This design comes from an exercise in tuning for small area, a short achievable clock period and few clock cycles on the open sky130 flow, not from production work. Only simulation tests tie the RTL to the original design; equivalence was not proved. Power and IR drop assume default switching activity.

==> build 45 <==
==> flow/design.v <==
`timescale 1ns/1ps
module kitten_tile_top (
    input  logic                                clk,
    input  logic                                rst_n,
    input  logic                                psel,
    input  logic                                penable,
    input  logic                                pwrite,
    input  logic [8-1:0]      paddr,
    input  logic [32-1:0]      pwdata,
    output logic                                pready,
    output logic [32-1:0]      prdata,
    output logic                                pslverr,
    input  logic                                tick_start,
    output logic                                tick_done,
    input  logic [3-1:0]          activity_hint,
    input  logic [16-1:0]        thresh_base,
    input  logic [8-1:0]         thresh_scale,
    input  logic [4*8-1:0] layer_key,
    output logic [4-1:0]              spike_out,
    output logic                                spike_valid,
    output logic [4*8-1:0] axis_state_out,
    output logic                                axis_write_en,
    output logic [3-1:0]          max_active_idx,
    output logic                                early_exit_flag
);
    localparam int LANES = 4;
    localparam int DEPTH = 8;
    localparam int V     = 16;
    localparam int W     = 8;
    localparam int SLOTS = LANES * DEPTH;
    localparam int SUM_W = V + 3;
    localparam int PROD_W = 16 + 8;
    assign pready  = 1'b1;
    assign prdata  = '0;
    assign pslverr = 1'b0;
    logic             wr_acc_q;
    logic [4:0]       wr_slot_q;
    logic             upd_q;
    logic [1:0]       upd_lane_q;
    logic [V-1:0]     new_q;
    logic [V-1:0]     old_q;
    logic             consume;
    always_ff @(posedge clk or negedge rst_n) begin
        if (!rst_n) begin
            wr_acc_q <= 1'b0;
            upd_q    <= 1'b0;
        end else begin
            wr_acc_q <= psel & ~penable & pwrite;
            upd_q    <= wr_acc_q;
        end
    end
    always_ff @(posedge clk) begin
        wr_slot_q  <= paddr[4:0];
        upd_lane_q <= wr_slot_q[1:0];
        new_q      <= pwdata[V-1:0];
    end
    logic [V-1:0]     bank [SLOTS];
    logic [SLOTS-1:0] nz_q;
    logic [DEPTH-1:0] active;
    for (genvar s = 0; s < SLOTS; s++) begin : g_slot
        always_ff @(posedge clk) begin
            if (wr_acc_q && wr_slot_q == s)
                bank[s] <= pwdata[V-1:0];
        end
    end
    always_ff @(posedge clk or negedge rst_n) begin
        if (!rst_n)
            nz_q <= '0;
        else if (consume)
            nz_q <= '0;
        else if (wr_acc_q)
            nz_q[wr_slot_q] <= |pwdata[V-1:0];
    end
    for (genvar w = 0; w < DEPTH; w++) begin : g_act
        assign active[w] = |nz_q[w*LANES +: LANES];
    end
    always_ff @(posedge clk)
        old_q <= nz_q[wr_slot_q] ? bank[wr_slot_q] : '0;
    logic [SUM_W-1:0] sum_q [LANES];
    logic [SUM_W-1:0] sum_upd;
    assign sum_upd = sum_q[upd_lane_q] + {{(SUM_W-V){1'b0}}, new_q}
                                       - {{(SUM_W-V){1'b0}}, old_q};
    for (genvar l = 0; l < LANES; l++) begin : g_sum
        always_ff @(posedge clk or negedge rst_n) begin
            if (!rst_n)
                sum_q[l] <= '0;
            else if (consume)
                sum_q[l] <= '0;
            else if (upd_q && upd_lane_q == l)
                sum_q[l] <= sum_upd;
        end
    end
    logic st1_q, st2_q, done_q;
    always_ff @(posedge clk or negedge rst_n) begin
        if (!rst_n) begin
            st1_q  <= 1'b0;
            st2_q  <= 1'b0;
            done_q <= 1'b0;
        end else begin
            st1_q  <= tick_start;
            st2_q  <= st1_q;
            done_q <= st2_q;
        end
    end
    assign consume       = st2_q;
    assign tick_done     = done_q;
    assign spike_valid   = done_q;
    assign axis_write_en = done_q;
    logic                          seen_q;
    logic [16-1:0]  base_q;
    logic [8-1:0]   scale_q;
    logic [DEPTH-1:0]              below;
    for (genvar w = 0; w < DEPTH; w++) begin : g_below
        assign below[w] = (w < activity_hint);
    end
    always_ff @(posedge clk) begin
        seen_q  <= |(active & below);
        base_q  <= thresh_base;
        scale_q <= thresh_scale;
    end
    logic [PROD_W-1:0] prod;
    logic [V:0]        thr_q;
    logic [V:0]        n_q [LANES];
    logic [V-1:0]      mem_q [LANES];
    assign prod = base_q * scale_q;
    always_ff @(posedge clk)
        thr_q <= prod[PROD_W-1:7];
    for (genvar l = 0; l < LANES; l++) begin : g_lane
        logic [V-1:0] leak;
        logic [V-1:0] cur;
        logic         spk;
        assign leak = mem_q[l] - (mem_q[l] >> 3);
        assign cur  = !seen_q ? '0 :
                      (|sum_q[l][SUM_W-1:V]) ? '1 : sum_q[l][V-1:0];
        always_ff @(posedge clk)
            n_q[l] <= {1'b0, leak} + {1'b0, cur};
        assign spk = (n_q[l] >= thr_q);
        always_ff @(posedge clk or negedge rst_n) begin
            if (!rst_n)
                mem_q[l] <= '0;
            else if (st2_q)
                mem_q[l] <= spk ? '0 : (n_q[l][V] ? '1 : n_q[l][V-1:0]);
        end
        always_ff @(posedge clk) begin
            if (st2_q) begin
                spike_out[l] <= spk;
                axis_state_out[l*W +: W] <= spk ? 8'(layer_key[l*W +: W] * 8'd127) : '0;
            end
        end
    end
    logic [3-1:0] top_idx;
    always_comb begin
        top_idx = '0;
        for (int w = 0; w < DEPTH; w++)
            if (active[w])
                top_idx = w[3-1:0];
    end
    always_ff @(posedge clk) begin
        if (st2_q) begin
            early_exit_flag <= ~seen_q;
            max_active_idx  <= seen_q ? top_idx : '0;
        end
    end
endmodule
==> flow/run.sh <==
#!/bin/bash
# synth_recipe.tcl (not shown) runs the flow's synth.tcl, then flattens the netlist and writes it again
# the make line also repeats each setting of config.mk as NAME=value (left out here)
make -C /OpenROAD-flow-scripts/flow DESIGN_CONFIG=/design/flow/config.mk WORK_HOME=/design/flow/orfs CLKGATE_MAP_FILE= SYNTH_SCRIPT=/design/flow/synth_recipe.tcl finish
==> flow/config.mk <==
export PLATFORM = sky130hd
export DESIGN_NAME = kitten_tile_top
export DESIGN_NICKNAME = kitten_tile_top
export VERILOG_FILES = /design/flow/design.v
export SDC_FILE = /design/flow/constraint.sdc
export NUM_CORES = 4
export LEC_CHECK = 0
export CAP_MARGIN = 20
export CORE_MARGIN = 2
export CORE_UTILIZATION = 40
export SLEW_MARGIN = 20
==> flow/constraint.sdc <==
create_clock -name core_clock -period 10.0 [get_ports {clk}]
set_input_delay 2.0000 -clock core_clock [delete_from_list [all_inputs] [get_ports {clk}]]
set_output_delay 2.0000 -clock core_clock [all_outputs]
set_load 0.01 [all_outputs]
==> inputs of trial 25, as changes to build 45 <==
==> flow/design.v, changed modules only <==
module kitten_tile_top (
    input  logic                                clk,
    input  logic                                rst_n,
    input  logic                                psel,
    input  logic                                penable,
    input  logic                                pwrite,
    input  logic [8-1:0]      paddr,
    input  logic [32-1:0]      pwdata,
    output logic                                pready,
    output logic [32-1:0]      prdata,
    output logic                                pslverr,
    input  logic                                tick_start,
    output logic                                tick_done,
    input  logic [3-1:0]          activity_hint,
    input  logic [16-1:0]        thresh_base,
    input  logic [8-1:0]         thresh_scale,
    input  logic [4*8-1:0] layer_key,
    output logic [4-1:0]              spike_out,
    output logic                                spike_valid,
    output logic [4*8-1:0] axis_state_out,
    output logic                                axis_write_en,
    output logic [3-1:0]          max_active_idx,
    output logic                                early_exit_flag
);
    localparam int LANES = 4;
    localparam int DEPTH = 8;
    localparam int V     = 16;
    localparam int W     = 8;
    localparam int AB    = 3;
    localparam int SLOTS = LANES * DEPTH;
    localparam int SUM_W = V + AB;
    localparam int PW    = 16 + 8;
    localparam int XW    = PW + 2;
    assign pready  = 1'b1;
    assign prdata  = '0;
    assign pslverr = 1'b0;
    logic [V-1:0]     bank [SLOTS];
    logic [SLOTS-1:0] nz_q;
    logic [SUM_W-1:0] sum_q [LANES];
    logic [V-1:0]     leak_q [LANES];
    logic             consume;
    logic             clear;
    logic [DEPTH-1:0] active;
    logic init_q;
    always_ff @(posedge clk or negedge rst_n) begin
        if (!rst_n)
            init_q <= 1'b0;
        else
            init_q <= 1'b1;
    end
    assign clear = consume | ~init_q;
    for (genvar w = 0; w < DEPTH; w++) begin : g_act
        assign active[w] = |nz_q[w*LANES +: LANES];
    end
    logic             wr_acc_q;
    logic [4:0]       wr_slot_q;
    logic             upd_q;
    logic [1:0]       upd_lane_q;
    logic [V-1:0]     new_q;
    logic [V-1:0]     old_q;
    logic [SUM_W-1:0] sel_q;
    logic [SLOTS-1:0] hit;
    logic [V-1:0]     old_rd;
    always_ff @(posedge clk or negedge rst_n) begin
        if (!rst_n) begin
            wr_acc_q <= 1'b0;
            upd_q    <= 1'b0;
        end else begin
            wr_acc_q <= psel & ~penable & pwrite;
            upd_q    <= wr_acc_q;
        end
    end
    for (genvar s = 0; s < SLOTS; s++) begin : g_hit
        assign hit[s] = (wr_slot_q == s);
    end
    always_comb begin
        old_rd = '0;
        for (int s = 0; s < SLOTS; s++)
            old_rd = old_rd | (bank[s] & {V{hit[s] & nz_q[s]}});
    end
    always_ff @(posedge clk) begin
        wr_slot_q  <= paddr[4:0];
        upd_lane_q <= wr_slot_q[1:0];
        new_q      <= pwdata[V-1:0];
        old_q      <= old_rd;
        sel_q      <= sum_q[wr_slot_q[1:0]];
    end
    for (genvar s = 0; s < SLOTS; s++) begin : g_slot
        always_ff @(posedge clk) begin
            if (wr_acc_q && hit[s])
                bank[s] <= pwdata[V-1:0];
        end
    end
    always_ff @(posedge clk) begin
        if (clear)
            nz_q <= '0;
        else if (wr_acc_q)
            nz_q[wr_slot_q] <= |pwdata[V-1:0];
    end
    logic [SUM_W-1:0] sum_upd;
    assign sum_upd = sel_q + {{AB{1'b0}}, new_q} - {{AB{1'b0}}, old_q};
    for (genvar l = 0; l < LANES; l++) begin : g_sum
        always_ff @(posedge clk) begin
            if (clear)
                sum_q[l] <= '0;
            else if (upd_q && upd_lane_q == l)
                sum_q[l] <= sum_upd;
        end
    end
    logic st1_q, st2_q, done_q;
    always_ff @(posedge clk or negedge rst_n) begin
        if (!rst_n) begin
            st1_q  <= 1'b0;
            st2_q  <= 1'b0;
            done_q <= 1'b0;
        end else begin
            st1_q  <= tick_start;
            st2_q  <= st1_q;
            done_q <= st2_q;
        end
    end
    assign consume       = st2_q;
    assign tick_done     = done_q;
    assign spike_valid   = done_q;
    assign axis_write_en = done_q;
    logic [DEPTH-1:0]             below;
    logic                         seen_q;
    logic [16-1:0] base_q;
    logic [8-1:0]  scale_q;
    for (genvar w = 0; w < DEPTH; w++) begin : g_below
        assign below[w] = (w < activity_hint);
    end
    always_ff @(posedge clk) begin
        seen_q  <= |(active & below);
        base_q  <= thresh_base;
        scale_q <= thresh_scale;
    end
    logic [PW-1:0] pp [8];
    logic [PW-1:0] r1 [6];
    logic [PW-1:0] r2 [4];
    logic [PW-1:0] r3 [3];
    logic [PW-1:0] ps, pc, ps_q, pc_q;
    for (genvar j = 0; j < 8; j++) begin : g_pp
        assign pp[j] = scale_q[j] ? (PW'(base_q) << j) : '0;
    end
    assign r1[0] = pp[0] ^ pp[1] ^ pp[2];
    assign r1[1] = ((pp[0] & pp[1]) | (pp[0] & pp[2]) | (pp[1] & pp[2])) << 1;
    assign r1[2] = pp[3] ^ pp[4] ^ pp[5];
    assign r1[3] = ((pp[3] & pp[4]) | (pp[3] & pp[5]) | (pp[4] & pp[5])) << 1;
    assign r1[4] = pp[6];
    assign r1[5] = pp[7];
    assign r2[0] = r1[0] ^ r1[1] ^ r1[2];
    assign r2[1] = ((r1[0] & r1[1]) | (r1[0] & r1[2]) | (r1[1] & r1[2])) << 1;
    assign r2[2] = r1[3] ^ r1[4] ^ r1[5];
    assign r2[3] = ((r1[3] & r1[4]) | (r1[3] & r1[5]) | (r1[4] & r1[5])) << 1;
    assign r3[0] = r2[0] ^ r2[1] ^ r2[2];
    assign r3[1] = ((r2[0] & r2[1]) | (r2[0] & r2[2]) | (r2[1] & r2[2])) << 1;
    assign r3[2] = r2[3];
    assign ps = r3[0] ^ r3[1] ^ r3[2];
    assign pc = ((r3[0] & r3[1]) | (r3[0] & r3[2]) | (r3[1] & r3[2])) << 1;
    always_ff @(posedge clk) begin
        ps_q <= ps;
        pc_q <= pc;
    end
    logic [AB-1:0] top_idx;
    always_comb begin
        top_idx = '0;
        for (int w = 0; w < DEPTH; w++)
            if (active[w])
                top_idx = w[AB-1:0];
    end
    logic [V:0] n_q [LANES];
    for (genvar l = 0; l < LANES; l++) begin : g_lane
        logic [V-1:0]  cur;
        logic [XW-1:0] a, b, c, us, uc, x;
        logic [V-1:0]  nsat, leak_next;
        logic          spk;
        logic [W-1:0]  key, kbind;
        assign cur = !seen_q ? '0 :
                     (|sum_q[l][SUM_W-1:V]) ? '1 : sum_q[l][V-1:0];
        always_ff @(posedge clk)
            n_q[l] <= {1'b0, leak_q[l]} + {1'b0, cur};
        assign a   = {2'b0, ps_q};
        assign b   = {2'b0, pc_q};
        assign c   = ~{{(XW-V-8){1'b0}}, n_q[l], 7'h7f};
        assign us  = a ^ b ^ c;
        assign uc  = ((a & b) | (a & c) | (b & c)) << 1;
        assign x   = us + uc;
        assign spk = x[XW-1];
        assign nsat      = n_q[l][V] ? '1 : n_q[l][V-1:0];
        assign leak_next = nsat - (nsat >> 3);
        always_ff @(posedge clk) begin
            if (!init_q)
                leak_q[l] <= '0;
            else if (st2_q)
                leak_q[l] <= spk ? '0 : leak_next;
        end
        assign key = layer_key[l*W +: W];
        for (genvar b = 0; b < W; b++) begin : g_bind
            if (b == 0)
                assign kbind[b] = key[0];
            else if (b == W - 1)
                assign kbind[b] = key[b] ^ (|key[b-1:0]) ^ key[0];
            else
                assign kbind[b] = key[b] ^ (|key[b-1:0]);
        end
        always_ff @(posedge clk) begin
            if (st2_q) begin
                spike_out[l] <= spk;
                axis_state_out[l*W +: W] <= spk ? kbind : '0;
            end
        end
    end
    always_ff @(posedge clk) begin
        if (st2_q) begin
            early_exit_flag <= ~seen_q;
            max_active_idx  <= seen_q ? top_idx : '0;
        end
    end
endmodule
==> flow/flow/run.sh (new file) <==
#!/bin/bash
set -euo pipefail
cd "$(dirname "$0")/.."
bash standard.sh SETUP_SLACK_MARGIN=7 finish > make_finish.log 2>&1 || { tail -n 40 make_finish.log; exit 1; }
tail -n 5 make_finish.log
test -f out/final.def
==> flow/standard.sh (new file) <==
#!/bin/bash
# synth_recipe.tcl (not shown) runs the flow's synth.tcl, then flattens the netlist and writes it again
# the make line also repeats each setting of config.mk as NAME=value (left out here)
make -C /OpenROAD-flow-scripts/flow DESIGN_CONFIG=/design/flow/config.mk WORK_HOME=/design/flow/orfs CLKGATE_MAP_FILE= SYNTH_SCRIPT=/design/flow/synth_recipe.tcl "${@:-finish}"
- CORE_UTILIZATION: 40 -> 70
- CTS_CLUSTER_SIZE: default -> 30
- PLACE_DENSITY: default -> 0.78
- TNS_END_PERCENT: default -> 10
removed: flow/run.sh
==> summary of the runs <==
- Via count: build 45 is smaller than trial 25 (about 1.8%).
- Of trial 25 and build 45, build 45 has the higher critical path depth (gap 10).
- Trial 25 went through all stages and came out clean. Build 45 produced a clean layout.
- Between trial 25 and build 45, the lower wire length is in trial 25 (gap 2.4%, measured against build 45).
- In clock power, trial 25 and build 45 hardly differ.
- Of trial 25 and build 45, trial 25 has the higher clock-buffer cell count (gap 12).
Testbench counts of build 45, summed over its fixed seeds: cycles 49,384.
Testbench counts of trial 25, summed over its fixed seeds: cycles 49,384.

what the ideal ports hide:
Ports are ideal in the flow. The routed layouts listed here were re-timed in OpenROAD. Step 1 sets driving cells, clkbuf_16 on the clock port and buf_2 on the other inputs (assumed; they add their load-dependent delay and slew). Step 2 adds t to the input delays and takes it off the output delays; t is the mean of the earliest and latest rising clock arrival at the registers after step 1. Input paths then give back, and output paths get back, about the clock's delay inside the block. Three values: no drivers, after step 1, after step 2; two values: the first two.
run | t, ns | setup WS [ns] | worst hold slack (ns) | worst data-port slew with drivers (ns) | cell pins on the clock port's net
build 45 | 0.744 | 4.928 / 4.954 / 4.210 | 0.350 / 0.350 / 0.350 | 0.06 | 1
trial 25 | 0.699 | 6.805 / 6.740 / 6.199 | 0.369 / 0.369 / 0.369 | 0.07 | 1
After both steps setup and hold are still met in every run listed. For build 45, which loses most, drivers alone change the setup slack by +0.026 ns; drivers and shift together by -0.718 ns.
